What follows belongs to an exercise in optimizing a design on an open flow for small area, a short achievable clock period and few clock cycles per item; a production flow would make more cautious choices. Function was checked by simulation only, so behaviour that the tests miss may differ from the original.

==> 02-06 <==
// wide_addsub_seq
module wide_addsub_seq #(
  parameter int WIDTH = 514,
  parameter int LIMB  = 64
) (
  input  logic             clk,
  input  logic             resetn,
  input  logic             start,
  input  logic             subtract,
  input  logic [WIDTH-1:0] in_a,
  input  logic [WIDTH-1:0] in_b,
  output logic [WIDTH:0]   result,
  output logic             busy,
  output logic             done
);
  localparam int N  = 515;    
  localparam int K  = 4;    
  localparam int NB = 129;   
  logic [NB*K-1:0] w_a, w_b, w_p, w_lg, w_lp, w_s;
  logic [N-1:0]    r_res;
  logic            r_done;
  assign w_a = {{(NB*K-WIDTH){1'b0}}, in_a};
  assign w_b = {{(NB*K-WIDTH){1'b0}}, in_b};
  addsub_pg #(.K(4), .HAS_CIN(1)) u_pg0 (.a(w_a[3:0]), .b(w_b[3:0]), .sub(subtract),
    .p(w_p[3:0]), .lg(w_lg[3:0]), .lp(w_lp[3:0]));
  addsub_pg #(.K(4), .HAS_CIN(0)) u_pg1 (.a(w_a[7:4]), .b(w_b[7:4]), .sub(subtract),
    .p(w_p[7:4]), .lg(w_lg[7:4]), .lp(w_lp[7:4]));
  addsub_pg #(.K(4), .HAS_CIN(0)) u_pg2 (.a(w_a[11:8]), .b(w_b[11:8]), .sub(subtract),
    .p(w_p[11:8]), .lg(w_lg[11:8]), .lp(w_lp[11:8]));
  addsub_pg #(.K(4), .HAS_CIN(0)) u_pg3 (.a(w_a[15:12]), .b(w_b[15:12]), .sub(subtract),
    .p(w_p[15:12]), .lg(w_lg[15:12]), .lp(w_lp[15:12]));
  addsub_pg #(.K(4), .HAS_CIN(0)) u_pg4 (.a(w_a[19:16]), .b(w_b[19:16]), .sub(subtract),
  ...
Settings: LEC_CHECK=0, CAP_MARGIN=20, CORE_AREA=5 5 335 335, DIE_AREA=0 0 340 340, SLEW_MARGIN=20, SYNTH_HIERARCHICAL=1, SYNTH_MINIMUM_KEEP_SIZE=0; clock period 4.5 ns.
standard.sh (not shown) runs the stock make flow with config.mk's settings and CLKGATE_MAP_FILE= SYNTH_SCRIPT=/design/flow/synth_recipe.tcl, a recipe that flattens the netlist after the stock synthesis.
==> flow/flow/run.sh <==
#!/bin/bash
# Layout flow: the standard ORFS flow (standard.sh, unchanged synthesis)
# with two settings changed for the place step:
#  - ports are buffered with buf_1 instead of the flow's default pick
#    (a clkdlybuf4s50_1 delay cell, slower and 2.7x larger);
#  - pins may sit on adjacent routing tracks, so that all 1549 pins fit on
#    the edge of a smaller die.
# The full output of the ORFS make run goes to flow_make.log here; each ORFS
# step also keeps its own log under orfs/logs/.
set -euo pipefail
export BUFFER_PORTS_ARGS="-buffer_cell sky130_fd_sc_hd__buf_1"
export PLACE_PINS_ARGS="-min_distance 1 -min_distance_in_tracks"
bash standard.sh finish > flow_make.log 2>&1
==> 02-15 (differences from 02-06) <==
==> flow/run.sh (new file) <==
#!/bin/bash
# synth_recipe.tcl (not shown) runs the flow's synth.tcl, then flattens the netlist and writes it again
# the make line also repeats each setting of config.mk as NAME=value (left out here)
make -C /OpenROAD-flow-scripts/flow DESIGN_CONFIG=/design/flow/config.mk WORK_HOME=/design/flow/orfs CLKGATE_MAP_FILE= SYNTH_SCRIPT=/design/flow/synth_recipe.tcl finish
- CORE_AREA: 5 5 335 335 -> 5 5 435 435
- DIE_AREA: 0 0 340 340 -> 0 0 440 440
removed: flow/flow/run.sh
removed: flow/standard.sh
==> results.cfg <==
[floorplan]
chipHeight_um = 340
die-area_sq_um = 116000

[finish]
num-nets-final = 8341

[power_and_ir_drop]
power.share.switching_pct = 36.0
p_leak_uw = 0.0309

[worst_setup_path]
timing.critical_path.slowest_stage_cell = buf_4

[route]
route.detailed.wl_per_inst_um = 23.3
dr.first_iter.drc_count = 2622

[run_status]
outcome = no timing/DRC/antenna violations

[placement]
dp_hpwl_um = 164000

[grt]
grt_pass1_vias = 43900
-- figures above: 02-06

==> results.cfg <==
[synth]
synth_area_sq_um = 46200

[power_and_ir_drop]
power.share.switching_pct = 35.9
total_power_uw = 27100
seq-power_uw = 7770

[placement]
dp_hpwl_um = 244000

[worst_setup_path]
slowest_delay_ns = 0.34
timing.critical_path.slowest_stage_cell = ha_1
crit_path_frequent_cell = a21o_1

[finish]
num-nets-final = 8529
antenna-diode-count = 65

[floorplan]
die-area_sq_um = 194000

[run_status]
outcome = no timing/DRC/antenna violations

[grt]
grt_pass1_vias = 45400

[route]
dr.first_iter.drc_count = 3109
route.detailed.wl_per_inst_um = 29.0
maxUsedRoutingLayer = met5

[cts]
cts.sinks = 516
-- figures above: 02-15

Testbench counts of 02-06, summed over its fixed seeds: cycles 520, items 512.
Testbench counts of 02-15, summed over its fixed seeds: cycles 520, items 512.

## re-timing with driven ports
How much do the figures lean on ideal ports? The routed layouts below were timed once more, with nothing changed but the port constraints.
Step 1, drivers: a clkbuf_16 drives clk and a buf_2 each remaining input, both assumed.
Step 2 also shifts input and output timing later by t, the mid clock arrival at the registers, as if the neighbouring blocks saw the same clock.
Three values: ideal ports, drivers, drivers and shift; two values: the first two.
run	t, ns	setup slack, ns	worst setup path at the end	worst data-port slew with drivers (ns)	pins driven straight from the clock port
02-06	0.693	0.264 / 0.303 / -0.390	input to register	0.29	1
02-15	0.780	0.132 / 0.144 / -0.637	input to register	0.30	1
Met with ideal ports but missed after step 2: setup timing in 02-06 and 02-15. For 02-15, which loses most, drivers alone change the setup slack by +0.012 ns; drivers and shift together by -0.769 ns.
